What follows belongs to an exercise in optimizing a design on an open flow for small area, a short achievable clock period and few clock cycles per item; a production flow would make more cautious choices. RTL that was checked went through simulation tests only; none was proved equivalent to the original. For runs 1 to 3, only the layout was checked, not whether the RTL still works.

**flow/constraint.sdc**
```tcl
create_clock -name core_clock -period 13.0 [get_ports {clk_i}]
set_input_delay 2.6000 -clock core_clock [delete_from_list [all_inputs] [get_ports {clk_i}]]
set_output_delay 2.6000 -clock core_clock [all_outputs]
set_load 0.01 [all_outputs]
```
**flow/standard.sh**
```bash
#!/bin/bash
# synth_recipe.tcl (not shown) runs the flow's synth.tcl, then flattens the netlist and writes it again
# the make line also repeats each setting of config.mk as NAME=value (left out here)
make -C /OpenROAD-flow-scripts/flow DESIGN_CONFIG=/design/flow/config.mk WORK_HOME=/design/flow/orfs CLKGATE_MAP_FILE= SYNTH_SCRIPT=/design/flow/synth_recipe.tcl "${@:-finish}"
```
**flow/config.mk**
```make
export PLATFORM = sky130hd
export DESIGN_NAME = subbytes_pipe
export DESIGN_NICKNAME = subbytes_pipe
export VERILOG_FILES = /design/flow/design.v
export SDC_FILE = /design/flow/constraint.sdc
export NUM_CORES = 4
export LEC_CHECK = 0
export CAP_MARGIN = 20
export CORE_MARGIN = 2
export CORE_UTILIZATION = 65
export CTS_CLUSTER_DIAMETER = 100
export CTS_CLUSTER_SIZE = 24
export PLACE_DENSITY = 0.75
export SLEW_MARGIN = 20
export SYNTH_HIERARCHICAL = 1
export SYNTH_MINIMUM_KEEP_SIZE = 0
```
**flow/design.v**
```verilog
module subbytes_pipe #(
    parameter int NUM_BYTES = 16,
    parameter int LANE_W    = 8
) (
    input  logic                   clk_i,
    input  logic                   rst_ni,
    input  logic                   in_valid_i,
    output logic                   in_ready_o,
    input  logic [8*NUM_BYTES-1:0] in_data_i,
    input  logic                   inv_i,
    output logic                   out_valid_o,
    input  logic                   out_ready_i,
    output logic [8*NUM_BYTES-1:0] out_data_o,
    output logic                   busy_o
);
    if (LANE_W != 8) begin : g_bad_lane_w
        $error("subbytes_pipe: LANE_W must be 8");
    end
    if (NUM_BYTES < 1 || NUM_BYTES > 16) begin : g_bad_num_bytes
        $error("subbytes_pipe: NUM_BYTES must be in 1..16");
    end
    localparam int NB = NUM_BYTES;
    logic            adv;         
    logic            acc;         
    logic            inc;         
    logic            o_free;      
    logic            sp_valid;    
    logic [8*NB-1:0] sp_data;
    logic [8*NB-1:0] res;         
    logic [8*NB-1:0] o_new;       
    logic [8*NB-1:0] o_d;         
    logic            sp_valid_d;
    logic            o_valid_d;
    logic            v1;
    logic            inv1;
    logic [8*NB-1:0] b1_d, b1_q;
    logic            v2;
    logic            inv2;
    logic [8*NB-1:0] b2_d, b2_q;
    logic            busy_q;
    logic            rdy_q;       
    logic            ovn_q;       
    assign adv        = !sp_valid;
    assign in_ready_o = rdy_q;
    assign acc        = in_valid_i && rdy_q;
    assign inc        = adv && v2;
    assign o_free     = ovn_q || out_ready_i;
    assign busy_o     = busy_q;
    for (genvar k = 0; k < NB; k++) begin : g_lane
        sb_x_t u_x_t (.a(in_data_i[8*k +: 8]), .inv(inv_i), .b(b1_d[8*k +: 8]));
        sb_t_r u_t_r (.a(b1_q[8*k +: 8]), .inv(inv1), .b(b2_d[8*k +: 8]));
        sb_r_y u_r_y (.a(b2_q[8*k +: 8]), .inv(inv2), .b(res[8*k +: 8]));
    end
    assign o_new = sp_valid ? sp_data : res;
    for (genvar j = 0; j < 8*NB; j++) begin : g_ohold
        g_mux2 u_ohold (.s(o_free), .a0(out_data_o[j]), .a1(o_new[j]), .y(o_d[j]));
    end
    assign o_valid_d  = o_free ? (sp_valid || inc) : 1'b1;
    assign sp_valid_d = o_free ? (sp_valid && inc) : (sp_valid || inc);
    always_ff @(posedge clk_i or negedge rst_ni) begin
        if (!rst_ni) begin
            rdy_q       <= 1'b0;
            ovn_q       <= 1'b1;
            busy_q      <= 1'b0;
            sp_valid    <= 1'b0;
            out_valid_o <= 1'b0;
            v1          <= 1'b0;
            v2          <= 1'b0;
        end else begin
            rdy_q       <= !sp_valid_d;
            ovn_q       <= !o_valid_d;
            sp_valid    <= sp_valid_d;
            out_valid_o <= o_valid_d;
            busy_q      <= o_valid_d || sp_valid_d || (adv ? (acc || v1) : (v1 || v2));
            if (adv) begin
                v1 <= acc;
                v2 <= v1;
            end
        end
    end
    always_ff @(posedge clk_i) begin
        if (adv) begin
            b1_q <= b1_d;
            inv1 <= inv_i;
            b2_q <= b2_d;
            inv2 <= inv1;
        end
        if (!sp_valid) sp_data <= res;
        out_data_o <= o_d;
    end
endmodule
module gf16_inv (
    input  logic [3:0] d,
    output logic [3:0] e
);
    logic w00;
    logic w01;
    logic w02;
    logic w03;
    logic w04;
    logic w05;
    logic w06;
    logic w07;
    logic w08;
    logic w09;
    logic w10;
    logic w11;
    logic w12;
    logic w13;
    logic w14;
    logic w15;
    g_inv u0 (.a(d[0]), .y(w15));
    g_inv u1 (.a(d[2]), .y(w00));
    g_inv u2 (.a(d[3]), .y(w01));
    g_nand2 u3 (.a(w00), .b(w01), .y(w02));
    g_nand2 u4 (.a(w02), .b(d[1]), .y(w03));
    g_nand2 u5 (.a(w15), .b(d[2]), .y(w04));
    g_nor2 u6 (.a(w01), .b(w04), .y(w05));
    g_o22ai u7 (.a1(w15), .a2(d[2]), .b1(w03), .b2(w05), .y(e[2]));
    g_inv u8 (.a(d[1]), .y(w06));
    g_nand2 u9 (.a(w06), .b(d[0]), .y(w07));
    g_nand2 u10 (.a(w15), .b(d[1]), .y(w08));
    g_nand3 u11 (.a(w07), .b(w08), .c(w00), .y(w09));
    g_nand2 u12 (.a(w09), .b(d[3]), .y(w10));
    g_nand2 u13 (.a(w10), .b(w02), .y(w11));
    g_nand2 u14 (.a(d[1]), .b(d[2]), .y(w12));
    g_nand2 u15 (.a(w11), .b(w12), .y(e[1]));
    g_nand2 u16 (.a(w10), .b(w04), .y(e[0]));
    g_nand2 u17 (.a(w01), .b(d[1]), .y(w13));
    g_nand2 u18 (.a(w12), .b(w15), .y(w14));
    g_xnor2 u19 (.a(w13), .b(w14), .y(e[3]));
endmodule
module sb_x_t (
    input  logic [7:0] a,
    input  logic       inv,
    output logic [7:0] b
);
    logic n0;
    g_xor2 u1 (.a(a[0]), .b(a[6]), .y(n0));
    logic n1;
    g_xor2 u3 (.a(a[1]), .b(n0), .y(n1));
    logic n2;
    g_xnor2 u5 (.a(a[4]), .b(a[7]), .y(n2));
    logic n3;
    g_xnor2 u7 (.a(a[5]), .b(n0), .y(n3));
    logic n4;
    g_xnor2 u9 (.a(a[5]), .b(n1), .y(n4));
    logic n5;
    g_xor2 u11 (.a(a[2]), .b(a[7]), .y(n5));
    logic n6;
    g_xor2 u13 (.a(a[0]), .b(a[3]), .y(n6));
    logic n7;
    g_xor2 u15 (.a(a[3]), .b(n1), .y(n7));
    logic n8;
    g_xor2 u17 (.a(a[7]), .b(n3), .y(n8));
    logic n9;
    g_xor2 u19 (.a(a[4]), .b(n3), .y(n9));
    logic n10;
    g_xor2 u21 (.a(n4), .b(n5), .y(n10));
    logic n11;
    g_xnor2 u23 (.a(a[2]), .b(n7), .y(n11));
    logic n12;
    g_xnor2 u25 (.a(a[1]), .b(n2), .y(n12));
    logic n13;
    g_xnor2 u27 (.a(n6), .b(n12), .y(n13));
    logic n14;
    g_xor2 u29 (.a(a[4]), .b(a[6]), .y(n14));
    logic n15;
    g_xor2 u31 (.a(a[4]), .b(n1), .y(n15));
    logic n16;
    g_xor2 u33 (.a(a[4]), .b(n4), .y(n16));
    logic n17;
    g_xor2 u35 (.a(a[4]), .b(n6), .y(n17));
    logic n18;
    g_xor2 u37 (.a(a[5]), .b(n5), .y(n18));
    logic n19;
    g_xnor2 u39 (.a(a[6]), .b(n2), .y(n19));
    logic n20;
    g_mux2i u41 (.s(inv), .a0(n8), .a1(n7), .y(n20));
    logic n21;
    g_mux2i u43 (.s(inv), .a0(n4), .a1(n14), .y(n21));
    logic n22;
    g_mux2i u45 (.s(inv), .a0(n9), .a1(n15), .y(n22));
    logic n23;
    g_mux2i u47 (.s(inv), .a0(n10), .a1(n2), .y(n23));
    logic n24;
    g_mux2i u49 (.s(inv), .a0(n11), .a1(n16), .y(n24));
    logic n25;
    g_mux2i u51 (.s(inv), .a0(n3), .a1(n17), .y(n25));
    logic n26;
    logic n27;
    g_inv u54 (.a(a[0]), .y(n27));
    g_mux2i u55 (.s(inv), .a0(n27), .a1(n18), .y(n26));
    logic n28;
    g_mux2i u57 (.s(inv), .a0(n13), .a1(n19), .y(n28));
    assign b[0] = n20;
    assign b[1] = n21;
    assign b[2] = n22;
    assign b[3] = n23;
    assign b[4] = n24;
    assign b[5] = n25;
    assign b[6] = n26;
    assign b[7] = n28;
endmodule
module sb_t_r (
    input  logic [7:0] a,
    input  logic       inv,
    output logic [7:0] b
);
    logic [3:0] d;
    logic [3:0] e;
    logic [17:0] f;
    logic n0;
    g_xor2 u1 (.a(a[0]), .b(a[1]), .y(n0));
    logic n1;
    g_xor2 u3 (.a(a[2]), .b(a[3]), .y(n1));
    logic n2;
    g_xor2 u5 (.a(a[0]), .b(a[2]), .y(n2));
    logic n3;
    g_xor2 u7 (.a(a[1]), .b(a[3]), .y(n3));
    logic n4;
    g_xor2 u9 (.a(n0), .b(n1), .y(n4));
    logic n5;
    g_xor2 u11 (.a(a[6]), .b(a[7]), .y(n5));
    logic n6;
    g_xor2 u13 (.a(a[4]), .b(a[5]), .y(n6));
    logic n7;
    g_xor2 u15 (.a(a[4]), .b(a[6]), .y(n7));
    logic n8;
    g_xor2 u17 (.a(a[5]), .b(a[7]), .y(n8));
    logic n9;
    g_xor2 u19 (.a(n5), .b(n6), .y(n9));
    logic n10;
    g_nand2 u21 (.a(a[0]), .b(a[4]), .y(n10));
    logic n11;
    g_nand2 u23 (.a(a[1]), .b(a[5]), .y(n11));
    logic n12;
    g_nand2 u25 (.a(a[2]), .b(a[6]), .y(n12));
    logic n13;
    g_nand2 u27 (.a(a[3]), .b(a[7]), .y(n13));
    logic n14;
    g_nand2 u29 (.a(n0), .b(n6), .y(n14));
    logic n15;
    g_nand2 u31 (.a(n1), .b(n5), .y(n15));
    logic n16;
    g_nand2 u33 (.a(n2), .b(n7), .y(n16));
    logic n17;
    g_nand2 u35 (.a(n3), .b(n8), .y(n17));
    logic n18;
    g_nand2 u37 (.a(n4), .b(n9), .y(n18));
    logic n19;
    g_xor2 u39 (.a(n15), .b(n16), .y(n19));
    logic n20;
    g_xor2 u41 (.a(n14), .b(n16), .y(n20));
    logic n21;
    g_xor2 u43 (.a(n10), .b(n17), .y(n21));
    logic n22;
    g_xor2 u45 (.a(a[0]), .b(a[4]), .y(n22));
    logic n23;
    g_xor2 u47 (.a(n20), .b(n21), .y(n23));
    logic n24;
    g_xor2 u49 (.a(n22), .b(n23), .y(n24));
    logic n25;
    g_xor2 u51 (.a(n11), .b(n18), .y(n25));
    logic n26;
    g_xor2 u53 (.a(n0), .b(n6), .y(n26));
    logic n27;
    g_xor2 u55 (.a(n20), .b(n25), .y(n27));
    logic n28;
    g_xor2 u57 (.a(n26), .b(n27), .y(n28));
    logic n29;
    g_xor2 u59 (.a(n12), .b(n17), .y(n29));
    logic n30;
    g_xor2 u61 (.a(n3), .b(n8), .y(n30));
    logic n31;
    g_xor2 u63 (.a(n19), .b(n29), .y(n31));
    logic n32;
    g_xor2 u65 (.a(n30), .b(n31), .y(n32));
    logic n33;
    g_xor2 u67 (.a(n13), .b(n18), .y(n33));
    logic n34;
    g_xor2 u69 (.a(n2), .b(n7), .y(n34));
    logic n35;
    g_xor2 u71 (.a(n19), .b(n33), .y(n35));
    logic n36;
    g_xor2 u73 (.a(n34), .b(n35), .y(n36));
    assign d[0] = n24;
    assign d[1] = n28;
    assign d[2] = n32;
    assign d[3] = n36;
    assign f[0] = a[0];
    assign f[1] = a[1];
    assign f[2] = a[2];
    assign f[3] = a[3];
    assign f[4] = n0;
    assign f[5] = n1;
    assign f[6] = n2;
    assign f[7] = n3;
    assign f[8] = n4;
    assign f[9] = a[4];
    assign f[10] = a[5];
    assign f[11] = a[6];
    assign f[12] = a[7];
    assign f[13] = n6;
    assign f[14] = n5;
    assign f[15] = n7;
    assign f[16] = n8;
    assign f[17] = n9;
    gf16_inv u_einv (.d(d), .e(e));
    logic m0;
    g_xor2 v1 (.a(e[0]), .b(e[1]), .y(m0));
    logic m1;
    g_xor2 v3 (.a(e[2]), .b(e[3]), .y(m1));
    logic m2;
    g_xor2 v5 (.a(e[0]), .b(e[2]), .y(m2));
    logic m3;
    g_xor2 v7 (.a(e[1]), .b(e[3]), .y(m3));
    logic m4;
    g_xor2 v9 (.a(m0), .b(m1), .y(m4));
    logic m5;
    g_nand2 v11 (.a(f[0]), .b(e[0]), .y(m5));
    logic m6;
    g_nand2 v13 (.a(f[1]), .b(e[1]), .y(m6));
    logic m7;
    g_nand2 v15 (.a(f[2]), .b(e[2]), .y(m7));
    logic m8;
    g_nand2 v17 (.a(f[3]), .b(e[3]), .y(m8));
    logic m9;
    g_nand2 v19 (.a(f[4]), .b(m0), .y(m9));
    logic m10;
    g_nand2 v21 (.a(f[5]), .b(m1), .y(m10));
    logic m11;
    g_nand2 v23 (.a(f[6]), .b(m2), .y(m11));
    logic m12;
    g_nand2 v25 (.a(f[7]), .b(m3), .y(m12));
    logic m13;
    g_nand2 v27 (.a(f[8]), .b(m4), .y(m13));
    logic m14;
    g_nand2 v29 (.a(f[9]), .b(e[0]), .y(m14));
    logic m15;
    g_nand2 v31 (.a(f[10]), .b(e[1]), .y(m15));
    logic m16;
    g_nand2 v33 (.a(f[11]), .b(e[2]), .y(m16));
    logic m17;
    g_nand2 v35 (.a(f[12]), .b(e[3]), .y(m17));
    logic m18;
    g_nand2 v37 (.a(f[13]), .b(m0), .y(m18));
    logic m19;
    g_nand2 v39 (.a(f[14]), .b(m1), .y(m19));
    logic m20;
    g_nand2 v41 (.a(f[15]), .b(m2), .y(m20));
    logic m21;
    g_nand2 v43 (.a(f[16]), .b(m3), .y(m21));
    logic m22;
    g_nand2 v45 (.a(f[17]), .b(m4), .y(m22));
    logic m23;
    g_xor2 v47 (.a(m20), .b(m21), .y(m23));
    logic m24;
    g_xor2 v49 (.a(m11), .b(m13), .y(m24));
    logic m25;
    g_xor2 v51 (.a(m20), .b(m22), .y(m25));
    logic m26;
    g_xor2 v53 (.a(m11), .b(m12), .y(m26));
    logic m27;
    g_xor2 v55 (.a(m14), .b(m18), .y(m27));
    logic m28;
    g_xor2 v57 (.a(m23), .b(m27), .y(m28));
    logic m29;
    g_xor2 v59 (.a(m15), .b(m18), .y(m29));
    logic m30;
    g_xor2 v61 (.a(m25), .b(m29), .y(m30));
    logic m31;
    g_xor2 v63 (.a(m16), .b(m19), .y(m31));
    logic m32;
    g_xor2 v65 (.a(m23), .b(m31), .y(m32));
    logic m33;
    g_xor2 v67 (.a(m17), .b(m19), .y(m33));
    logic m34;
    g_xor2 v69 (.a(m25), .b(m33), .y(m34));
    logic m35;
    g_xor2 v71 (.a(m5), .b(m9), .y(m35));
    logic m36;
    g_xor2 v73 (.a(m26), .b(m35), .y(m36));
    logic m37;
    g_xor2 v75 (.a(m6), .b(m9), .y(m37));
    logic m38;
    g_xor2 v77 (.a(m24), .b(m37), .y(m38));
    logic m39;
    g_xor2 v79 (.a(m7), .b(m10), .y(m39));
    logic m40;
    g_xor2 v81 (.a(m26), .b(m39), .y(m40));
    logic m41;
    g_xor2 v83 (.a(m8), .b(m10), .y(m41));
    logic m42;
    g_xor2 v85 (.a(m24), .b(m41), .y(m42));
    assign b[0] = m28;
    assign b[1] = m30;
    assign b[2] = m32;
    assign b[3] = m34;
    assign b[4] = m36;
    assign b[5] = m38;
    assign b[6] = m40;
    assign b[7] = m42;
endmodule
module sb_r_y (
    input  logic [7:0] a,
    input  logic       inv,
    output logic [7:0] b
);
    logic n0;
    g_xnor2 u1 (.a(a[1]), .b(a[7]), .y(n0));
    logic n1;
    g_xnor2 u3 (.a(a[0]), .b(a[5]), .y(n1));
    logic n2;
    g_xnor2 u5 (.a(a[2]), .b(n0), .y(n2));
    logic n3;
    g_xor2 u7 (.a(a[6]), .b(n2), .y(n3));
    logic n4;
    g_xor2 u9 (.a(a[3]), .b(a[4]), .y(n4));
    logic n5;
    g_xnor2 u11 (.a(a[1]), .b(n1), .y(n5));
    logic n6;
    g_xnor2 u13 (.a(a[2]), .b(n1), .y(n6));
    logic n7;
    g_xnor2 u15 (.a(a[4]), .b(n3), .y(n7));
    logic n8;
    g_xor2 u17 (.a(a[0]), .b(a[3]), .y(n8));
    logic n9;
    g_xnor2 u19 (.a(n2), .b(n8), .y(n9));
    logic n10;
    g_xor2 u21 (.a(a[3]), .b(n0), .y(n10));
    logic n11;
    g_xor2 u23 (.a(a[2]), .b(a[4]), .y(n11));
    logic n12;
    g_xor2 u25 (.a(a[3]), .b(a[7]), .y(n12));
    logic n13;
    g_xnor2 u27 (.a(a[1]), .b(a[5]), .y(n13));
    logic n14;
    g_xnor2 u29 (.a(a[3]), .b(n5), .y(n14));
    logic n15;
    g_xor2 u31 (.a(n1), .b(n3), .y(n15));
    logic n16;
    g_xnor2 u33 (.a(a[2]), .b(a[5]), .y(n16));
    logic n17;
    g_xnor2 u35 (.a(n3), .b(n4), .y(n17));
    logic n18;
    g_xor2 u37 (.a(a[5]), .b(n4), .y(n18));
    logic n19;
    g_xnor2 u39 (.a(n2), .b(n18), .y(n19));
    logic n20;
    logic n21;
    g_inv u42 (.a(a[6]), .y(n21));
    g_mux2i u43 (.s(inv), .a0(n6), .a1(n21), .y(n20));
    logic n22;
    g_mux2i u45 (.s(inv), .a0(n5), .a1(n13), .y(n22));
    logic n23;
    g_mux2i u47 (.s(inv), .a0(n7), .a1(n14), .y(n23));
    logic n24;
    g_mux2i u49 (.s(inv), .a0(n9), .a1(n15), .y(n24));
    logic n25;
    g_mux2i u51 (.s(inv), .a0(n10), .a1(n16), .y(n25));
    logic n26;
    g_mux2i u53 (.s(inv), .a0(n11), .a1(n17), .y(n26));
    logic n27;
    g_mux2i u55 (.s(inv), .a0(n12), .a1(n19), .y(n27));
    logic n28;
    g_mux2i u57 (.s(inv), .a0(n0), .a1(n1), .y(n28));
    assign b[0] = n20;
    assign b[1] = n22;
    assign b[2] = n23;
    assign b[3] = n24;
    assign b[4] = n25;
    assign b[5] = n26;
    assign b[6] = n27;
    assign b[7] = n28;
endmodule
module g_xor2 (input logic a, input logic b, output logic y);
    assign y = a ^ b;
endmodule
module g_xnor2 (input logic a, input logic b, output logic y);
    assign y = ~(a ^ b);
endmodule
module g_nand2 (input logic a, input logic b, output logic y);
    assign y = ~(a & b);
endmodule
module g_nor2 (input logic a, input logic b, output logic y);
    assign y = ~(a | b);
endmodule
module g_mux2i (input logic s, input logic a0, input logic a1, output logic y);
    assign y = ~(s ? a1 : a0);
endmodule
module g_nand3 (input logic a, input logic b, input logic c, output logic y);
    assign y = ~(a & b & c);
endmodule
module g_o22ai (input logic a1, input logic a2, input logic b1, input logic b2, output logic y);
    assign y = ~((a1 | a2) & (b1 | b2));
endmodule
module g_mux2 (input logic s, input logic a0, input logic a1, output logic y);
    assign y = s ? a1 : a0;
endmodule
module g_inv (input logic a, output logic y);
    assign y = ~a;
endmodule
```
**flow/flow/run.sh**
```bash
#!/bin/bash
export BUFFER_PORTS_ARGS="-buffer_cell sky130_fd_sc_hd__buf_2"
bash standard.sh finish SETUP_SLACK_MARGIN=${MARGIN:-9} > standard.log 2>&1
```
==> flow_summary.ini, run 1 <==
[grt]
grt_usage = 0.220
grt_pass1_wl_um = 112000
grt_pass1_vias = 23100
grtUsageMet2 = 0.403
overflow = 0
grt_max_degree = 169
antenna_found_initial = 8
grt.met3_usage = 0.0220
gr-usage-met1 = 0.276
top_usage_layer = met2

[timing]
fin_worst_skew_ns = 0.0176
finalMaxSlewViolations = 0
slew_headroom = 0.244
fin_crit_sh = 0.301
rsz0062_at_grt = no
hold_viol_final = 0
worst_pin_slew_ns = 1.13
layout_min_cycle_time_ns = 3.92
fin_tns_setup_ns = 0
finalSetupViolCount = 0
max_freq_ghz = 0.255

[synthesis]
synthCells = 3717
synthAdderAreaFrac = 0
synth_mux_area_frac = 0.160
ys_seq_area_frac = 0.340
synth_top_cell_area_share = 0.270
avgSynthCellArea_um2 = 10.3
synth_compound_area_frac = 0.00300
mappedNetlistArea_um2 = 38400
yosys_warnings = 7
synth-simple-area-share = 0.0656
synthTopCellsByCount = 1,184 x xor2_1, 626 x nand2_1, 384 x buf_4
ys_seq_elements = 521
yosys_most_used_dff = edfxtp_1
synth_top_family_by_area = XOR/XNOR gates
yosysTopAreaCell = xor2_1
yosys-top-cells-area = xor2_1 27%, edfxtp_1 20%, dfxtp_1 13%
synth.most_common_cell = xor2_1
synth_xor_area_frac = 0.343
synth-edff-count = 258
yosysUniqueCellTypes = 20
async_flop_share = 0.0134
synthesis.nets = 3850

[die]
ios = 264
die_width_um = 247
start_util = 0.654
fp.coreArea_um2 = 58700
die_h_um = 247
design.die.area_um2 = 61000
num_rows = 89

[clock_network]
clock_path_buffers = 3
cts_max_level = 1
root_buffer = clkbuf_16
cts_buffers = 27
holdBufCountCts = 0
cts_tree = built
clock_latency_ns = 0.60
path_clk_slew_ns = 0.09
cts.sinks = 521

[worst_setup_path]
crit_arrival_ns = 4.23
cp-start-kind = input port
path_max_fanout = 74
crit_type = in -> reg
worstSetupEndpointType = flop
critPathRequiredTime_ns = 13.32

[final_layout]
multi_input_area_um2 = 22400
nets = 3755
layout-drive-gt1-share = 0.174
syn_to_final_growth_pct = 1.88
fin_cells = 4419
fill_cells = 4613
ff_latch_area_um2 = 13100

[routing]
initialDrtViolationCount = 901
firstDrtPassIters = 5
routedWlPerCell_um = 15.4
routed_wl_um = 68200
ant_nets = 0
via_per_inst = 5.09
num_vias = 22500
drc = 0

[min_path]
hp-class = reg -> reg

[placed_design]
gp_congestion = 0.899
port-buffer-count = 263
dp_hpwl_um = 52200
dp_cells = 4362

[job]
maxCapViolCount = 0

[run_status]
status = timing/DRC/antenna clean
## through the flow
step	hold WS (ns)	util	area (um^2)	worst slack, ns
after floorplan	0.400	-	38400	6.89
after global placement	0.406	0.643	37800	8.31
after detailed placement	0.409	0.643	37800	8.27
after CTS	0.431	0.658	38600	9.11
after global routing	0.436	0.666	39100	8.97
final	0.429	0.666	39100	9.08
## flip-flops by register name, indices dropped and copies added (netlist names)
register and count:
inv2 1, v1 1, v2 1, out_data_o 128, b2_q 128, inv1 1
b1_q 128, sp_valid 1, out_valid_o 1, ovn_q 1, rdy_q 1, sp_data 128
busy_q 1
## Yosys stat by module, one instance, submodules excluded, excerpt
module / times used / flip-flops and latches / cells / cell area, um^2
sb_x_t: 16 / 0 / 8 / 60.1
g_inv: 96 / 0 / 1 / 3.75
sb_r_y: 16 / 0 / 8 / 60.1
g_nor2: 16 / 0 / 1 / 3.75
g_o22ai: 16 / 0 / 1 / 6.26
g_nand2: 624 / 0 / 1 / 3.75
g_xnor2: 320 / 0 / 1 / 8.76
g_mux2i: 256 / 0 / 1 / 10.0
g_mux2: 128 / 0 / 1 / 15.0
subbytes_pipe: 1 / 521 / 677 / 14900
g_nand3: 16 / 0 / 1 / 5.00
sb_t_r: 16 / 0 / 8 / 60.1
g_xor2: 1184 / 0 / 1 / 8.76
## cell usage in the layout (no fill, tap or decap), types with 11 or more instances in the layout
cell	instances
buf_2	262
clkbuf_1	11
clkbuf_16	28
dfxtp_1	256
edfxtp_1	258
inv_1	96
mux2_2	74
mux2_4	183
mux2i_1	256
nand2_1	626
nand3_1	16
nor2_1	17
xnor2_1	312
xor2_1	1140
xor2_2	44
## final cells by class
| class | count | share of cell area |
|---|---|---|
| flip-flops and latches | 521 | 0.334 |
| multi-input cells | 2699 | 0.573 |
| clock buffers | 42 | 0.0199 |
| inverters | 98 | 0.00960 |
| repair buffers | 275 | 0.0369 |
| well taps | 773 | 0.0247 |
| clock inverters | 7 | 0.00205 |
| diodes | 4 | 0.000256 |
## layer usage
layer / vias up / routed length, um
li1: 11400 / -
met1: 10700 / 29800
met2: 321 / 34900
met3: 80 / 2080
met4: 2 / 1500
met5: - / 16
## cell families after synthesis
logic type	count (synthesis)
and+or+nand+nor	663
AOI/OAI and AO/OA	19
buffers and inverters	497
xor gates and xnor gates	1504
muxes	513
DFF	521
## what timing repair did
action / in CTS / in global routing
gates resized for setup: 1 / 59
setup buffers: 0 / 4
pin swaps: 0 / 4
endpoints found under the setup margin: 45 / 70
## final timing paths
kind                       startpoint       end  slack (ns)  cells after the start
hold / removal                   inv1      inv2        0.43                      0
setup reg to reg             b1_q[36]  b2_q[35]        9.22                     13
max in group asynchronous      rst_ni     ovn_q       10.97                      1
min in group asynchronous      rst_ni        v1        1.81                      1
setup / recovery                inv_i  b1_q[93]        9.08                      3
hold reg to reg                  inv1      inv2        0.43                      0
## worst max-delay path, stage by stage
cell     delay (ns)
buf_6          0.66
buf_6          0.62
mux2i_1        0.19
==> run 2, diff against run 1 <==
==> flow/flow/run.sh (replaced) <==
#!/bin/bash
export BUFFER_PORTS_ARGS="-buffer_cell sky130_fd_sc_hd__buf_1"
bash standard.sh finish SETUP_SLACK_MARGIN=${MARGIN:-9} > standard.log 2>&1
==> run 2 against run 1 <==
  * Still clean
  * Maximum frequency increased by 1.1%
  * Hold slack improved by 0.011 ns
  * Synthesized area unchanged
  * First-iteration DRC count decreased by 9.1%
  * Via count decreased by 2.5%
  * Critical path type unchanged
  * Critical endpoint is now b1_q[89]
==> flow_summary.ini, run 2 <==
[routing]
routedWlPerCell_um = 14.4
ant_nets = 0
initialDrtViolationCount = 819
firstDrtPassIters = 5
drc = 0
num_vias = 22000
via_per_inst = 4.96
routed_wl_um = 63700

[timing]
slew_headroom = 0.292
hold_viol_final = 0
fin_crit_sh = 0.298
worst_pin_slew_ns = 1.06
layout_min_cycle_time_ns = 3.87
max_freq_ghz = 0.258
finalMaxSlewViolations = 0
finalSetupViolCount = 0
fin_tns_setup_ns = 0
fin_worst_skew_ns = 0.0193
rsz0062_at_grt = no
setup_slack_ns = 9.13
hold_slack_ns = 0.440

[synthesis]
synth_top_cell_area_share = 0.270
yosys_most_used_dff = edfxtp_1
ys_seq_area_frac = 0.340
mappedNetlistArea_um2 = 38400
synthesis.nets = 3850
synthTopCellsByCount = 1,184 x xor2_1, 626 x nand2_1, 384 x buf_4
yosysTopAreaCell = xor2_1
async_flop_share = 0.0134
yosysUniqueCellTypes = 20
yosys-top-cells-area = xor2_1 27%, edfxtp_1 20%, dfxtp_1 13%
synthCells = 3717
yosys_warnings = 7
ys_seq_elements = 521
synth.most_common_cell = xor2_1
avgSynthCellArea_um2 = 10.3
synth-edff-count = 258

[die]
fp.coreArea_um2 = 58700
ios = 264
start_util = 0.654
die_h_um = 247
die_width_um = 247
num_rows = 89
design.die.area_um2 = 61000

[clock_network]
clock_latency_ns = 0.61
cts.sinks = 521
cts_max_level = 1
holdBufCountCts = 0
root_buffer = clkbuf_16
cts_buffers = 28
path_clk_slew_ns = 0.10
clock_path_buffers = 3
cts_tree = built

[final_layout]
nets = 3760
fill_cells = 4698
syn_to_final_growth_pct = 1.00
fin_cells = 4424
layout-drive-gt1-share = 0.101
layout_commonest_cell = xor2_1
layout.cells.most_common_list = 1,148 x xor2_1, 626 x nand2_1, 312 x xnor2_1

[placed_design]
dp_cells = 4367
port-buffer-count = 263
preCtsSetupSlack_ns = 7.67
dp_hpwl_um = 48500
gp_congestion = 0.915

[grt]
grt_pass1_vias = 21700
grt_usage = 0.204
overflow = 0
antenna_found_initial = 6
grt_max_degree = 85
grt_pass1_wl_um = 104000

[worst_setup_path]
cp_top_family = buffers and inverters
critPathRequiredTime_ns = 13.44
path_max_fanout = 54
slowest_delay_ns = 0.50
slowest_stage = buf_8
worstSetupEndpointType = flop
cp-start-kind = input port
crit_chain = clkbuf_8, buf_8, buf_6, mux2i_1
critical_path_buf_inv_count = 3
crit_type = in -> reg
crit_arrival_ns = 4.31

[job]
maxCapViolCount = 0

[min_path]
hp-class = reg -> reg

[run_status]
status = timing/DRC/antenna clean
-- run 2: cell count changes in the layout (fill, tap and decap cells not counted), moves of 8 or more --
| cell | previous run | this run |
|---|---|---|
| buf_1 | 0 | 262 |
| buf_2 | 262 | 0 |
| xor2_2 | 44 | 35 |
| xor2_1 | 1140 | 1148 |
-- run 2: per-module statistics from Yosys (local to each module, per instance), excerpt --
| module | area [um^2] | times used | flops+latches | cells |
|---|---|---|---|---|
| g_o22ai | 6.26 | 16 | 0 | 1 |
| g_inv | 3.75 | 96 | 0 | 1 |
| sb_x_t | 60.1 | 16 | 0 | 8 |
| g_nand2 | 3.75 | 624 | 0 | 1 |
| sb_t_r | 60.1 | 16 | 0 | 8 |
| g_nand3 | 5.00 | 16 | 0 | 1 |
| g_xnor2 | 8.76 | 320 | 0 | 1 |
-- run 2: cell type report --
class / instances / area, um^2 / area share
Clock inverter: 9 / 92.6 / 0.00239
Clock buffer: 43 / 788 / 0.0203
Tap cell: 773 / 967 / 0.0250
Sequential cell: 521 / 13100 / 0.337
Timing Repair Buffer: 279 / 1150 / 0.0296
Antenna cell: 2 / 5.00 / 0.000129
Multi-Input combinational cell: 2699 / 22300 / 0.576
Inverter: 98 / 375 / 0.00968
-- run 2: what timing repair did --
item | 4_1_cts | 5_1_grt
pin swaps | 0 | 4
resized for setup | 7 | 51
setup buffers | 0 | 3
setup endpoints to repair | 89 | 90
-- run 2: worst paths after layout --
path	start	to	slack, ns	depth (start not counted)
max	inv_i	b1_q[89]	9.13	4
min	inv1	inv2	0.44	0
max reg2reg	b1_q[108]	b2_q[107]	9.29	17
min reg2reg	inv1	inv2	0.44	0
max in group asynchronous	rst_ni	ovn_q	10.83	1
min in group asynchronous	rst_ni	rdy_q	1.87	1
-- run 2: layer usage --
layer	wire length, um	share of wire	track usage	up-vias
met5	55	0.00086	0	-
met4	1170	0.018	0.0443	8
met3	2040	0.032	0.0232	82
met2	31000	0.49	0.359	250
met1	29500	0.46	0.270	10200
li1	-	-	-	11400
-- run 2: logic make-up (layout without fill, tap and decap cells) --
logic type	count (synthesis)	count (layout)	synth area share
AO/OA/AOI/OAI	19	19	0.00300
XOR/XNOR	1504	1504	0.343
buffers and inverters	497	429	0.0880
flip-flops	521	521	0.340
multiplexers	513	513	0.160
other	0	2	0
AND/OR/NAND/NOR	663	663	0.0656
-- run 2: through the flow --
stage                     area [um^2]  utilization
after floorplan                 38400            -
after global placement          37400        0.638
after detailed placement        37400        0.638
after CTS                       38400        0.654
after global routing            38800        0.660
final                           38800        0.660
==> run 3, diff against run 2 <==
==> flow/flow/run.sh (replaced) <==
#!/bin/bash
export BUFFER_PORTS_ARGS="-buffer_cell sky130_fd_sc_hd__buf_1"
bash standard.sh finish SETUP_SLACK_MARGIN=${MARGIN:-9.2} > standard.log 2>&1
==> run 3 against run 2 <==
  * Non-clock buffer count up 83
  * Critical endpoint is now out_data_o[79]
  * Register-to-register slack about the same
  * Worst setup slack better by 0.12 ns
  * Still clean
==> flow_summary.ini, run 3 <==
[grt]
grt_usage = 0.219
grt_pass1_wl_um = 111000
grt_max_degree = 89
antenna_found_initial = 5
grt_pass1_vias = 23000
overflow = 0

[worst_setup_path]
r2r-start = b1_q[48]
critPathRequiredTime_ns = 10.40
setup.worst_path.start = out_data_o[79]
path_max_fanout = 2
crit_type = reg -> out
crit_arrival_ns = 1.15
crit_chain = buf_1
cp_top_family = flip-flops
worstSetupEndpointType = primary output
slowest_delay_ns = 0.38
slowest_stage = dfxtp_1
cp-start-kind = flop
critical_path_buf_inv_count = 1

[placed_design]
port-buffer-count = 263
dp_cells = 4367
dp_hpwl_um = 52600
preCtsSetupSlack_ns = 8.08
gp_congestion = 0.871

[final_layout]
layout_commonest_cell = xor2_1
ff_latch_area_um2 = 13100
nets = 3842
fill_cells = 4333
fin_cells = 4506
layout.cells.most_common_list = 1,026 x xor2_1, 620 x nand2_1, 288 x xnor2_1
layout-drive-gt1-share = 0.172
syn_to_final_growth_pct = 6.44
multi_input_area_um2 = 23800

[clock_network]
root_buffer = clkbuf_16
cts_max_level = 1
clock_path_buffers = 3
path_clk_slew_ns = 0.10
cts_tree = built
cts.sinks = 521
clock_latency_ns = 0.59
cts_buffers = 27

[routing]
top_layer = met5
via_per_inst = 5.08
initialDrtViolationCount = 712
num_vias = 22900
drc = 0
wl_met2_um = 36000
routedWlPerCell_um = 15.6
dr_wl_met3_um = 2420
ant_nets = 0
wl_met1_um = 29800
firstDrtPassIters = 5
routed_wl_um = 70200

[synthesis]
avgSynthCellArea_um2 = 10.3
yosys_most_used_dff = edfxtp_1
yosysTopAreaCell = xor2_1
synth_top_cell_area_share = 0.270
mappedNetlistArea_um2 = 38400
async_flop_share = 0.0134
synthCells = 3717
synthesis.nets = 3850
ys_seq_area_frac = 0.340
ys_seq_elements = 521
yosysUniqueCellTypes = 20
synthTopCellsByCount = 1,184 x xor2_1, 626 x nand2_1, 384 x buf_4
yosys-top-cells-area = xor2_1 27%, edfxtp_1 20%, dfxtp_1 13%
synth.most_common_cell = xor2_1
yosys_warnings = 7
synth-edff-count = 258

[timing]
max_freq_ghz = 0.266
setup_slack_ns = 9.25
worst_pin_slew_ns = 0.957
rsz0062_at_grt = no
fin_worst_skew_ns = 0.0146
finalSetupViolCount = 0
slew_headroom = 0.362
fin_crit_sh = 0.289
hold_viol_final = 0
fin_tns_setup_ns = 0
layout_min_cycle_time_ns = 3.75
finalMaxSlewViolations = 0
hold_slack_ns = 0.434

[die]
fp.coreArea_um2 = 58700
ios = 264
die_h_um = 247
start_util = 0.654
num_rows = 89
design.die.area_um2 = 61000
die_width_um = 247

[min_path]
hold_start = inv1
hp-class = reg -> reg

[job]
maxCapViolCount = 0

[run_status]
status = timing/DRC/antenna clean
run 3: final timing paths:
path                            slack [ns]  depth (start not counted)             end
worst max-delay path                  9.25                          1  out_data_o[79]
worst min-delay path                  0.43                          0            inv2
worst max register to register        9.28                         15        b2_q[53]
worst min register to register        0.43                          0            inv2
max in group asynchronous            10.81                          1           ovn_q
min in group asynchronous             1.89                          1     out_valid_o
run 3: kinds of logic after synthesis:
group | after synthesis | share of synthesized area
mux | 513 | 0.160
flops | 521 | 0.340
simple gates | 663 | 0.0656
compound gates | 19 | 0.00300
xor+xnor | 1504 | 0.343
buf+inv | 497 | 0.0880
run 3: what timing repair did:
item,4_1_cts,5_1_grt
buffers inserted,0,86
hold buffers,0,0
gates resized for setup,40,176
endpoints found under the setup margin,134,251
pin swaps,0,53
run 3: per-layer routing:
metal  GRT usage  vias to the layer above
met2       0.399                      347
met3      0.0297                      109
met4      0.0604                        2
met5           0                        -
met1       0.269                    11000
li1            -                    11400
run 3: final cells by class:
cell class                 count  area share
antenna                        4    0.000245
clock inverter                 4     0.00129
multi-input combinational   2699       0.582
inverter                      98     0.00919
timing repair buffer         362      0.0447
tap                          773      0.0237
sequential                   521       0.320
clock buffer                  45      0.0195
run 3: stage by stage:
| step | utilization | instance area (um^2) |
|---|---|---|
| floorplan | - | 38900 |
| global placement | 0.647 | 38000 |
| detailed placement | 0.647 | 38000 |
| CTS | 0.664 | 39000 |
| global route | 0.696 | 40800 |
| finish | 0.696 | 40800 |
run 3: Yosys stat by module (local to each module, per instance), excerpt:
module	flops+latches	times used	area, um^2	cells
g_inv	0	96	3.75	1
g_mux2	0	128	15.0	1
g_mux2i	0	256	10.0	1
g_nand3	0	16	5.00	1
g_o22ai	0	16	6.26	1
g_xnor2	0	320	8.76	1
g_xor2	0	1184	8.76	1
sb_r_y	0	16	60.1	8
sb_t_r	0	16	60.1	8
sb_x_t	0	16	60.1	8
subbytes_pipe	521	1	14900	677
==> run 4, diff against run 3 <==
--- a/flow/design.v
+++ b/flow/design.v
@@ -39,12 +39,11 @@
     logic [8*NB-1:0] b2_d, b2_q;
     logic            busy_q;
     logic            rdy_q;       
-    logic            ovn_q;       
     assign adv        = !sp_valid;
     assign in_ready_o = rdy_q;
     assign acc        = in_valid_i && rdy_q;
     assign inc        = adv && v2;
-    assign o_free     = ovn_q || out_ready_i;
+    assign o_free     = !out_valid_o || out_ready_i;
     assign busy_o     = busy_q;
     for (genvar k = 0; k < NB; k++) begin : g_lane
         sb_x_t u_x_t (.a(in_data_i[8*k +: 8]), .inv(inv_i), .b(b1_d[8*k +: 8]));
@@ -52,15 +51,12 @@
         sb_r_y u_r_y (.a(b2_q[8*k +: 8]), .inv(inv2), .b(res[8*k +: 8]));
     end
     assign o_new = sp_valid ? sp_data : res;
-    for (genvar j = 0; j < 8*NB; j++) begin : g_ohold
-        g_mux2 u_ohold (.s(o_free), .a0(out_data_o[j]), .a1(o_new[j]), .y(o_d[j]));
-    end
+    assign o_d   = o_free ? o_new : out_data_o;
     assign o_valid_d  = o_free ? (sp_valid || inc) : 1'b1;
     assign sp_valid_d = o_free ? (sp_valid && inc) : (sp_valid || inc);
     always_ff @(posedge clk_i or negedge rst_ni) begin
         if (!rst_ni) begin
-            rdy_q       <= 1'b0;
-            ovn_q       <= 1'b1;
+            rdy_q       <= 1'b1;
             busy_q      <= 1'b0;
             sp_valid    <= 1'b0;
             out_valid_o <= 1'b0;
@@ -68,7 +64,6 @@
             v2          <= 1'b0;
         end else begin
             rdy_q       <= !sp_valid_d;
-            ovn_q       <= !o_valid_d;
             sp_valid    <= sp_valid_d;
             out_valid_o <= o_valid_d;
             busy_q      <= o_valid_d || sp_valid_d || (adv ? (acc || v1) : (v1 || v2));
==> flow/flow/run.sh (replaced) <==
#!/bin/bash
export BUFFER_PORTS_ARGS="-buffer_cell sky130_fd_sc_hd__buf_2"
bash standard.sh finish SETUP_SLACK_MARGIN=${MARGIN:-9} > standard.log 2>&1
--- a/flow/config.mk
+++ b/flow/config.mk
@@ -7,10 +7,10 @@
 export LEC_CHECK = 0
 export CAP_MARGIN = 20
 export CORE_MARGIN = 2
-export CORE_UTILIZATION = 65
+export CORE_UTILIZATION = 75
 export CTS_CLUSTER_DIAMETER = 100
 export CTS_CLUSTER_SIZE = 24
-export PLACE_DENSITY = 0.75
+export PLACE_DENSITY = 0.85
 export SLEW_MARGIN = 20
 export SYNTH_HIERARCHICAL = 1
 export SYNTH_MINIMUM_KEEP_SIZE = 0
==> run 4 against run 3 <==
  * Global-route usage grew 2.6 points
  * Clock skew rose by 0.0086 ns
  * Still clean
  * Critical path type is now in -> reg
  * Die area decreased by 15%
==> flow_summary.ini, run 4 <==
[run_status]
status = timing/DRC/antenna clean

[grt]
grt_pass1_wl_um = 107000
grt_usage = 0.245
overflow = 0
antenna_found_initial = 3
grt_pass1_vias = 22500
grt_max_degree = 84

[die]
num_rows = 82
die_width_um = 228
design.die.area_um2 = 52100
ios = 264
fp.coreArea_um2 = 50000
start_util = 0.756
die_h_um = 228

[synthesis]
yosysUniqueCellTypes = 21
yosys_warnings = 7
synth.most_common_cell = xor2_1
synthTopCellsByCount = 1,184 x xor2_1, 627 x nand2_1, 386 x edfxtp_1
synth-edff-count = 386
avgSynthCellArea_um2 = 10.5
ys_seq_area_frac = 0.379
yosys_most_used_dff = edfxtp_1
ys_seq_elements = 520
mappedNetlistArea_um2 = 37700
synthCells = 3586
yosysTopAreaCell = edfxtp_1
yosys-top-cells-area = edfxtp_1 31%, xor2_1 27%, buf_4 7.6%
synthesis.nets = 3719
synth_top_cell_area_share = 0.307
async_flop_share = 0.0115

[worst_setup_path]
cp-start-kind = input port
setup.worst_path.start = inv_i
critPathRequiredTime_ns = 13.41
slowest_delay_ns = 0.69
crit_chain = buf_6, buf_6, mux2i_1
crit_arrival_ns = 4.34
rr_endpoint = b2_q[45]
critical_path_buf_inv_count = 2
critPathCapture = b1_q[74]
cp_top_family = buffers and inverters
cpMostUsedCell = buf_6
r2r_slack_ns = 9.19
cp.depth = 3
worstSetupEndpointType = flop
path_max_fanout = 83
slowest_stage = buf_6
crit_type = in -> reg
r2r-start = b1_q[44]
rr_worst_depth = 17

[clock_network]
cts_buffers = 26
path_clk_slew_ns = 0.10
root_buffer = clkbuf_16
clock_path_buffers = 3
cts.sinks = 520
clock_latency_ns = 0.58
cts_tree = built
cts_max_level = 1
holdBufCountCts = 0

[timing]
fin_crit_sh = 0.302
hold_slack_ns = 0.428
finalSetupViolCount = 0
fin_tns_setup_ns = 0
slew_headroom = 0.300
hold_viol_final = 0
fin_worst_skew_ns = 0.0232
layout_min_cycle_time_ns = 3.93
rsz0062_at_grt = no
max_freq_ghz = 0.254
worst_pin_slew_ns = 1.05
finalMaxSlewViolations = 0

[routing]
firstDrtPassIters = 5
wl_met1_um = 27000
initialDrtViolationCount = 1072
dr_wl_met3_um = 2300
drc = 0
routed_wl_um = 65800
wl_met2_um = 35000
routedWlPerCell_um = 15.7
via_per_inst = 5.26
num_vias = 22000
top_layer = met5
ant_nets = 0

[final_layout]
syn_to_final_growth_pct = 1.59
nets = 3624
layout-drive-gt1-share = 0.146
design_area_um2 = 38300
layout.cells.most_common_list = 1,130 x xor2_1, 627 x nand2_1, 386 x edfxtp_1
layout_commonest_cell = xor2_1
fin_util = 0.768

[job]
maxCapViolCount = 0

[placed_design]
port-buffer-count = 263
dpl-instance-area_um2 = 37000
dp_hpwl_um = 50200
gp_congestion = 0.928

[min_path]
hp-class = reg -> reg
==> run 4: metal layers <==
layer | track usage | vias to the layer above
li1 | - | 10900
met1 | 0.293 | 10500
met2 | 0.466 | 424
met3 | 0.0225 | 90
met4 | 0.0668 | 2
met5 | 0 | -
==> run 4: what timing repair did <==
action                     CTS  global route
pin swaps                    0             7
gates resized for setup      2            73
setup endpoints to repair  108            86
gates cloned                 0             1
buffers inserted             0             2
==> run 4: kinds of logic after synthesis <==
kind of cell / after synthesis / share of synthesized area
buffers and inverters: 496 / 0.0895
flip-flops: 520 / 0.379
AND/OR/NAND/NOR: 664 / 0.0668
multiplexers: 385 / 0.113
AO/OA/AOI/OAI: 17 / 0.00278
XOR/XNOR: 1504 / 0.349
==> run 4: Yosys stat by module (local to each module, per instance), excerpt <==
module | flip-flops and latches | cells inside | copies in the design
g_nand2 | 0 | 1 | 624
g_nand3 | 0 | 1 | 16
g_nor2 | 0 | 1 | 16
g_o22ai | 0 | 1 | 16
g_xor2 | 0 | 1 | 1184
sb_x_t | 0 | 8 | 16
==> run 4: worst min path at each step <==
stage	startpoint	end	slack (ns)	cells past startpoint
floorplan	inv1	inv2	0.40	0
CTS	inv1	inv2	0.43	0
finish	inv1	inv2	0.43	0
global placement	inv1	inv2	0.40	0
detailed placement	inv1	inv2	0.41	0
global route	inv1	inv2	0.44	0
==> run 4: area by class of cell <==
class	instances	area (um^2)
antenna	2	5.00
clock buffer	45	747
clock inverter	3	41.3
fill	3420	11600
inverter	97	368
multi-input combinational	2571	20600
sequential	520	14300
tap	672	841
timing repair buffer	275	1420
==> run 4: worst reg2reg max path: cells and delay by family, from the launching register on <==
kind	cells	cell delay (ns)
xor gates and xnor gates	9	2.20
and+or+nand+nor	7	0.78
DFF	1	0.53
buffers and inverters	1	0.06
==> run 4: metrics by stage <==
stage               setup slack, ns  std cells
finish                         9.07       4185
CTS                            9.09       4180
global route                   8.94       4185
detailed placement             8.25       4132
global placement               8.28       4132
floorplan                      7.85       3586
Testbench counts of run 4, summed over its fixed seeds: cycles 6,012, items 6,000.
==> run 5, diff against run 4 <==
--- a/flow/config.mk
+++ b/flow/config.mk
@@ -7,10 +7,11 @@
 export LEC_CHECK = 0
 export CAP_MARGIN = 20
 export CORE_MARGIN = 2
-export CORE_UTILIZATION = 75
+export CORE_UTILIZATION = 65
 export CTS_CLUSTER_DIAMETER = 100
 export CTS_CLUSTER_SIZE = 24
-export PLACE_DENSITY = 0.85
+export GPL_TIMING_DRIVEN = 0
+export PLACE_DENSITY = 0.75
 export SLEW_MARGIN = 20
 export SYNTH_HIERARCHICAL = 1
 export SYNTH_MINIMUM_KEEP_SIZE = 0
==> run 5 against run 4 <==
  * Still clean on timing, DRC and antenna
  * Hold slack worse by 0.0033 ns
  * Worst setup slack better by 0.066 ns
  * First-iteration DRC count down 30%
  * Critical path type is now reg -> out
  * Highest routed layer unchanged
==> flow_summary.ini, run 5 <==
[run_status]
status = timing/DRC/antenna clean

[worst_setup_path]
slowest_stage = edfxtp_1
worstSetupEndpointType = primary output
critPathRequiredTime_ns = 10.40
critical_path_buf_inv_count = 1
slowest_delay_ns = 0.48
crit_arrival_ns = 1.26
path_max_fanout = 1
crit_type = reg -> out
crit_chain = buf_2
cp-start-kind = flop
cp_top_family = flip-flops

[clock_network]
clock_latency_ns = 0.60
clock_path_buffers = 3
cts.sinks = 520
cts_max_level = 1
path_clk_slew_ns = 0.10
cts_tree = built
holdBufCountCts = 0
root_buffer = clkbuf_16
cts_buffers = 26

[final_layout]
layout-drive-gt1-share = 0.254
fin_util = 0.738
layout.cells.most_common_list = 1,092 x xor2_1, 627 x nand2_1, 418 x buf_4
design_area_um2 = 42500
layout_commonest_cell = xor2_1
nets = 4065
fin_cells = 4718
syn_to_final_growth_pct = 12.6

[placed_design]
dpl-instance-area_um2 = 40500
dp_hpwl_um = 54700
port-buffer-count = 263
preCtsSetupSlack_ns = 8.62
gp_congestion = 0.923
dp_cells = 4635

[min_path]
hp-class = reg -> reg

[synthesis]
yosysTopAreaCell = edfxtp_1
yosysUniqueCellTypes = 21
synth_top_cell_area_share = 0.307
mappedNetlistArea_um2 = 37700
yosys-top-cells-area = edfxtp_1 31%, xor2_1 27%, buf_4 7.6%
synthCells = 3586
ys_seq_elements = 520
async_flop_share = 0.0115
ys_seq_area_frac = 0.379
synth-edff-count = 386
synthesis.nets = 3719
yosys_most_used_dff = edfxtp_1
yosys_warnings = 7
synth.most_common_cell = xor2_1
avgSynthCellArea_um2 = 10.5
synthTopCellsByCount = 1,184 x xor2_1, 627 x nand2_1, 386 x edfxtp_1

[timing]
finalSetupViolCount = 0
finalMaxSlewViolations = 0
fin_crit_sh = 0.297
hold_viol_final = 0
layout_min_cycle_time_ns = 3.86
rsz0062_at_grt = yes
hold_slack_ns = 0.425
fin_tns_setup_ns = 0
worst_pin_slew_ns = 0.693
slew_headroom = 0.538
setup_slack_ns = 9.14
max_freq_ghz = 0.259
fin_worst_skew_ns = 0.0177

[die]
design.die.area_um2 = 60000
ios = 264
die_h_um = 245
num_rows = 88
start_util = 0.656
die_width_um = 245
fp.coreArea_um2 = 57600

[routing]
via_per_inst = 4.95
num_vias = 23300
drc = 0
ant_nets = 0
routedWlPerCell_um = 14.7
firstDrtPassIters = 7
routed_wl_um = 69600
initialDrtViolationCount = 746

[grt]
grt_usage = 0.225
overflow = 0
antenna_found_initial = 7
grt_max_degree = 66
grt_pass1_vias = 23800
grt_pass1_wl_um = 113000

[job]
maxCapViolCount = 0
run 5: cell counts after synthesis:
No cell type changed its count.
run 5: final cells by class:
cell class | instances | area (um^2)
Fill cell | 4110 | 15100
Inverter | 97 | 368
Timing Repair Buffer | 318 | 2010
Tap cell | 765 | 957
Multi-Input combinational cell | 2570 | 21000
Antenna cell | 1 | 2.50
Buffer | 399 | 3020
Sequential cell | 520 | 14300
Clock inverter | 4 | 31.3
Clock buffer | 44 | 782
run 5: cells by family after synthesis:
kind of cell    count (synthesis)  share of synthesized area
compound gates                 17                    0.00278
buf+inv                       496                     0.0895
xor+xnor                     1504                      0.349
flops                         520                      0.379
simple gates                  664                     0.0668
mux                           385                      0.113
run 5: path summary, 6_finish.rpt:
check / to / slack (ns) / start / cells after the start
worst min register to register: inv2 / 0.42 / inv1 / 0
worst max register to register: b2_q[33] / 9.20 / b1_q[33] / 18
worst min-delay path: inv2 / 0.42 / inv1 / 0
max in group asynchronous: rdy_q / 10.96 / rst_ni / 1
min in group asynchronous: v2 / 1.82 / rst_ni / 1
worst max-delay path: out_data_o[124] / 9.14 / out_data_o[124] / 1
run 5: Yosys stat by module, one instance, submodules excluded, excerpt:
module         times used  flip-flops and latches  area, um^2  cells
subbytes_pipe           1                     520       16200    674
g_mux2i               256                       0        10.0      1
g_xnor2               320                       0        8.76      1
g_xor2               1184                       0        8.76      1
g_nand3                16                       0        5.00      1
g_inv                  96                       0        3.75      1
g_nand2               624                       0        3.75      1
run 5: what timing repair did:
action | 4_1_cts | 5_1_grt
endpoints found under the setup margin | 5 | 109
resized for setup | 2 | 124
buffers inserted | 0 | 34
pin swaps | 0 | 25
run 5: per-layer routing:
layer	GRT usage	routed length (um)	up-vias	part of all wire
met3	0.0269	2530	90	0.036
met2	0.427	36900	356	0.53
met4	0.0499	1270	10	0.018
met5	0	61	-	0.00088
li1	-	-	11800	-
met1	0.270	28900	11100	0.41
==> run 6, diff against run 5 <==
--- a/flow/config.mk
+++ b/flow/config.mk
@@ -10,7 +10,6 @@
 export CORE_UTILIZATION = 65
 export CTS_CLUSTER_DIAMETER = 100
 export CTS_CLUSTER_SIZE = 24
-export GPL_TIMING_DRIVEN = 0
 export PLACE_DENSITY = 0.75
 export SLEW_MARGIN = 20
 export SYNTH_HIERARCHICAL = 1
==> run 6 against run 5 <==
  * Worst setup slack got worse by 0.015 ns
  * Clock skew rose by 0.013 ns
  * Via count fell by 6.4%
  * Sequential share of layout area rose by 3.6 points
  * Register-to-register slack got worse by 0.02 ns
  * Clock-buffer cell count did not move
  * Global-route usage fell by 1.0 points
  * First-iteration DRC count rose by 24%
  * Design area fell by 9.5%
  * Critical path type unchanged
  * Largest cell class unchanged
==> flow_summary.ini, run 6 <==
[run_status]
status = timing/DRC/antenna clean

[placed_design]
dp_cells = 4224
gp_congestion = 0.915
port-buffer-count = 263
dp_hpwl_um = 50800
dpl-instance-area_um2 = 37100

[synthesis]
yosys-top-cells-area = edfxtp_1 31%, xor2_1 27%, buf_4 7.6%
yosysUniqueCellTypes = 21
synth-edff-count = 386
yosys_most_used_dff = edfxtp_1
synth_top_cell_area_share = 0.307
avgSynthCellArea_um2 = 10.5
ys_seq_elements = 520
synthCells = 3586
async_flop_share = 0.0115
synthesis.nets = 3719
yosysTopAreaCell = edfxtp_1
ys_seq_area_frac = 0.379
yosys_warnings = 7
synth.most_common_cell = xor2_1
mappedNetlistArea_um2 = 37700
synthTopCellsByCount = 1,184 x xor2_1, 627 x nand2_1, 386 x edfxtp_1

[final_layout]
nets = 3622
fin_cells = 4275
layout-drive-gt1-share = 0.144
design_area_um2 = 38400
layout_commonest_cell = xor2_1
fill_cells = 4517
syn_to_final_growth_pct = 1.82
layout.cells.most_common_list = 1,137 x xor2_1, 627 x nand2_1, 386 x edfxtp_1

[clock_network]
cts_buffers = 26
holdBufCountCts = 0
cts.sinks = 520
clock_latency_ns = 0.61
root_buffer = clkbuf_16
cts_max_level = 1
clock_path_buffers = 3
cts_tree = built
path_clk_slew_ns = 0.09

[die]
die_width_um = 245
design.die.area_um2 = 60000
die_h_um = 245
fp.coreArea_um2 = 57600
num_rows = 88
ios = 264
start_util = 0.656

[worst_setup_path]
cp_top_family = flip-flops
worstSetupEndpointType = primary output
crit_chain = buf_2
rr_worst_depth = 17
cp.depth = 1
crit_arrival_ns = 1.28
crit_type = reg -> out
slowest_stage = edfxtp_1
slowest_delay_ns = 0.49
critPathRequiredTime_ns = 10.40
critical_path_buf_inv_count = 1
cp-start-kind = flop
path_max_fanout = 1

[timing]
fin_worst_skew_ns = 0.0307
finalSetupViolCount = 0
slew_headroom = 0.262
fin_tns_setup_ns = 0
max_freq_ghz = 0.258
layout_min_cycle_time_ns = 3.88
fin_crit_sh = 0.298
hold_viol_final = 0
worst_pin_slew_ns = 1.11
finalMaxSlewViolations = 0
rsz0062_at_grt = no

[grt]
gr-usage-met1 = 0.270
grt_usage = 0.215
overflow = 0
top_usage_layer = met2
grt_pass1_vias = 22200
grt.met3_usage = 0.0216
grt_max_degree = 186
grtUsageMet2 = 0.398
grt_pass1_wl_um = 107000
antenna_found_initial = 2

[routing]
routedWlPerCell_um = 15.4
num_vias = 21800
ant_nets = 0
firstDrtPassIters = 5
routed_wl_um = 66000
drc = 0
via_per_inst = 5.11
initialDrtViolationCount = 922

[min_path]
hp-class = reg -> reg
min_path_cells = 0

[job]
maxCapViolCount = 0
-- run 6: cell count changes in the layout (fill, tap and decap cells not counted), moves of 5 or more --
cell / change
buf_4: -412
xor2_1: +45
xor2_2: -41
buf_8: -11
buf_12: -6
buf_2: -6
buf_16: -5
o22ai_1: +5
o22ai_2: -5
-- run 6: final timing paths --
kind,startpoint,to,slack (ns)
worst max register to register,b1_q[71],b2_q[69],9.18
max in group asynchronous,rst_ni,rdy_q,10.96
worst max-delay path,out_data_o[5],out_data_o[5],9.12
min in group asynchronous,rst_ni,out_valid_o,1.80
worst min register to register,inv1,inv2,0.43
worst min-delay path,inv1,inv2,0.43
-- run 6: logic make-up after synthesis --
logic type             synth area share
XOR/XNOR                          0.349
AND/OR/NAND/NOR                  0.0668
flip-flops                        0.379
multiplexers                      0.113
AO/OA/AOI/OAI                   0.00278
buffers and inverters            0.0895
-- run 6: routing by layer --
metal	vias to the layer above	wire (um)
li1	11000	-
met1	10400	28400
met2	381	33800
met3	84	2580
met4	0	1240
met5	-	0
-- run 6: stage by stage --
step / hold WS (ns) / worst slack (ns) / util
finish: 0.435 / 9.12 / 0.667
global route: 0.451 / 8.84 / 0.667
CTS: 0.440 / 9.09 / 0.659
detailed placement: 0.411 / 8.25 / 0.645
global placement: 0.403 / 8.21 / 0.644
floorplan: 0.400 / 7.85 / -
-- run 6: what timing repair did --
action                                  4_1_cts  5_1_grt
resized for setup                             2       68
cloned                                        0        0
endpoints found under the setup margin       64       69
setup buffers                                 0        2
pin swaps                                     0        3
endpoints found under the hold margin         0        0
-- run 6: area by class of cell --
class,count,area [um^2],share of cell area
Multi-Input combinational cell,2570,20600,0.535
Sequential cell,520,14300,0.372
Timing Repair Buffer,274,1450,0.0377
Tap cell,765,957,0.0249
Clock buffer,44,728,0.0189
Inverter,97,368,0.00957
Clock inverter,4,52.6,0.00137
Antenna cell,1,2.50,0.0000651
-- run 6: modules after synthesis, one instance, submodules excluded, a selection --
module,flip-flops and latches,cells inside
g_nor2,0,1
g_mux2i,0,1
sb_x_t,0,8
g_xnor2,0,1
g_nand3,0,1
g_inv,0,1
sb_t_r,0,8
subbytes_pipe,520,674
sb_r_y,0,8
==> run 7, diff against run 6 <==
==> flow/flow/run.sh (replaced) <==
#!/bin/bash
export BUFFER_PORTS_ARGS="-buffer_cell sky130_fd_sc_hd__buf_2"
bash standard.sh finish SETUP_SLACK_MARGIN=${MARGIN:-8.7} > standard.log 2>&1
==> run 7 against run 6 <==
  * Die area stayed put
  * Critical path type is now in -> reg
  * Utilization fell by 0.90 points
  * Non-clock buffer count down 2
  * Clock-buffer cell count is the same
==> flow_summary.ini, run 7 <==
[synthesis]
synthCells = 3586
yosys-top-cells-area = edfxtp_1 31%, xor2_1 27%, buf_4 7.6%
synthTopCellsByCount = 1,184 x xor2_1, 627 x nand2_1, 386 x edfxtp_1
synth_top_cell_area_share = 0.307
ys_seq_area_frac = 0.379
async_flop_share = 0.0115
avgSynthCellArea_um2 = 10.5
synth-edff-count = 386
ys_seq_elements = 520
yosys_warnings = 7
yosys_most_used_dff = edfxtp_1
synth.most_common_cell = xor2_1
yosysUniqueCellTypes = 21
mappedNetlistArea_um2 = 37700
yosysTopAreaCell = edfxtp_1
synthesis.nets = 3719

[grt]
grt_usage = 0.215
antenna_found_initial = 3
grt_max_degree = 186
grt_pass1_wl_um = 107000
grt_pass1_vias = 22200
overflow = 0

[timing]
setup_slack_ns = 8.86
hold_viol_final = 0
layout_min_cycle_time_ns = 4.14
finalMaxSlewViolations = 0
fin_tns_setup_ns = 0
max_freq_ghz = 0.242
rsz0062_at_grt = no
fin_worst_skew_ns = 0.0307
worst_pin_slew_ns = 1.11
finalSetupViolCount = 0
slew_headroom = 0.257
fin_crit_sh = 0.318

[min_path]
hp-class = reg -> reg

[routing]
wl_met1_um = 28500
ant_nets = 0
firstDrtPassIters = 5
wl_met2_um = 33200
dr_wl_met3_um = 2410
top_layer = met4
num_vias = 21800
drc = 0
routed_wl_um = 65300
via_per_inst = 5.10
initialDrtViolationCount = 935
routedWlPerCell_um = 15.3

[clock_network]
cts_buffers = 26
clock_path_buffers = 3
clock_latency_ns = 0.61
post_cts_buffers = 0
root_buffer = clkbuf_16
cts_resized = 0
cts.sinks = 520
path_clk_slew_ns = 0.09
cts_max_level = 1
cts_tree = built
holdBufCountCts = 0

[placed_design]
port-buffer-count = 263
preCtsSetupSlack_ns = 8.25
dpl-instance-area_um2 = 37100
dp_hpwl_um = 50800
dp_cells = 4224
gp_congestion = 0.915

[final_layout]
design_area_um2 = 37900
nets = 3620
layout-drive-gt1-share = 0.125
layout.cells.most_common_list = 1,184 x xor2_1, 627 x nand2_1, 386 x edfxtp_1
fill_cells = 4573
fin_cells = 4273
syn_to_final_growth_pct = 0.444
layout_commonest_cell = xor2_1

[die]
die_h_um = 245
ios = 264
die_width_um = 245
num_rows = 88
start_util = 0.656
design.die.area_um2 = 60000
fp.coreArea_um2 = 57600

[run_status]
status = timing/DRC/antenna clean

[worst_setup_path]
crit_arrival_ns = 4.43
path_max_fanout = 69
crit_type = in -> reg
cp-start-kind = input port
critPathRequiredTime_ns = 13.30
worstSetupEndpointType = flop

[job]
maxCapViolCount = 0
==> run 7: cell counts after synthesis <==
No cell type changed its count.
==> run 7: metrics by stage <==
stage                      util  hold slack, ns
after floorplan               -           0.400
after global placement    0.644           0.403
after detailed placement  0.645           0.411
after CTS                 0.658           0.440
after global routing      0.658           0.451
final                     0.658           0.446
==> run 7: worst paths after layout <==
path | startpoint | to | slack [ns] | cells after the start
hold reg to reg | inv1 | inv2 | 0.45 | 0
setup reg to reg | b1_q[84] | b2_q[83] | 9.13 | 13
setup / recovery | inv_i | b1_q[85] | 8.86 | 3
max in group asynchronous | rst_ni | rdy_q | 10.96 | 1
min in group asynchronous | rst_ni | out_valid_o | 1.80 | 1
hold / removal | inv1 | inv2 | 0.45 | 0
==> run 7: worst max-delay path: stages <==
cell and delay [ns]:
buf_6 0.59, buf_4 0.90, mux2i_1 0.20
==> run 7: final cells by class <==
type	instances	area, um^2	area share
diodes	1	2.50	0.0000660
inverters	97	368	0.00970
repair buffers	272	1430	0.0376
well taps	765	957	0.0252
flip-flops and latches	520	14300	0.377
multi-input cells	2570	20100	0.529
clock inverters	4	52.6	0.00139
clock buffers	44	728	0.0192
==> run 7: logic make-up (layout without fill, tap and decap cells) <==
kind of cell | after synthesis | in the layout | synth area share
buffers and inverters | 496 | 417 | 0.0895
other | 0 | 1 | 0
DFF | 520 | 520 | 0.379
muxes | 385 | 385 | 0.113
AOI/OAI and AO/OA | 17 | 17 | 0.00278
xor gates and xnor gates | 1504 | 1504 | 0.349
and+or+nand+nor | 664 | 664 | 0.0668
==> run 7: per-layer routing <==
layer / track usage / up-vias
li1: - / 11000
met1: 0.270 / 10400
met2: 0.397 / 342
met3: 0.0216 / 71
met4: 0.0456 / 0
met5: 0 / -
==> run 7: modules after synthesis, one instance, submodules excluded, excerpt <==
module         cell area, um^2  flops+latches  copies in the design
g_inv                     3.75              0                    96
g_mux2i                   10.0              0                   256
g_nand2                   3.75              0                   624
g_nand3                   5.00              0                    16
g_nor2                    3.75              0                    16
g_o22ai                   6.26              0                    16
g_xnor2                   8.76              0                   320
g_xor2                    8.76              0                  1184
sb_r_y                    60.1              0                    16
sb_t_r                    60.1              0                    16
sb_x_t                    60.1              0                    16
subbytes_pipe            16200            520                     1

-- static timing again, ports no longer ideal --
The flow's constraints put no driver on any port. The routed layouts listed below were extracted and timed again, unchanged, in two steps. Step 1 sets driving cells, clkbuf_16 on the clock port and buf_2 on the other inputs (assumed; they add their load-dependent delay and slew). Step 2, shift: input delay + t, output delay - t, t = (earliest + latest rising clock arrival at the registers) / 2. This alone moves slack from input paths to output paths. a / b / c = no drivers / after step 1 / after step 2; a / b = the first two.
run | t (ns) | slack for setup (ns) | worst setup path after step 2 | worst register clock-pin slew, ns
run 1 | 0.658 | 9.084 / 9.113 / 8.455 | input to register | 0.10 / 0.10
run 2 | 0.659 | 9.126 / 9.101 / 8.496 | input to register | 0.10 / 0.10
run 3 | 0.650 | 9.247 / 9.182 / 8.680 | input to register | 0.10 / 0.10
run 4 | 0.631 | 9.070 / 9.092 / 8.461 | input to register | 0.10 / 0.10
run 5 | 0.650 | 9.136 / 9.073 / 8.638 | input to register | 0.10 / 0.10
run 6 | 0.654 | 9.121 / 9.062 / 8.496 | input to register | 0.10 / 0.10
run 7 | 0.653 | 8.863 / 8.883 / 8.230 | input to register | 0.10 / 0.10
After both steps setup and hold are still met in every run listed. The setup slack of run 7, which loses most, moves by +0.020 ns with the drivers and by -0.633 ns with both steps.
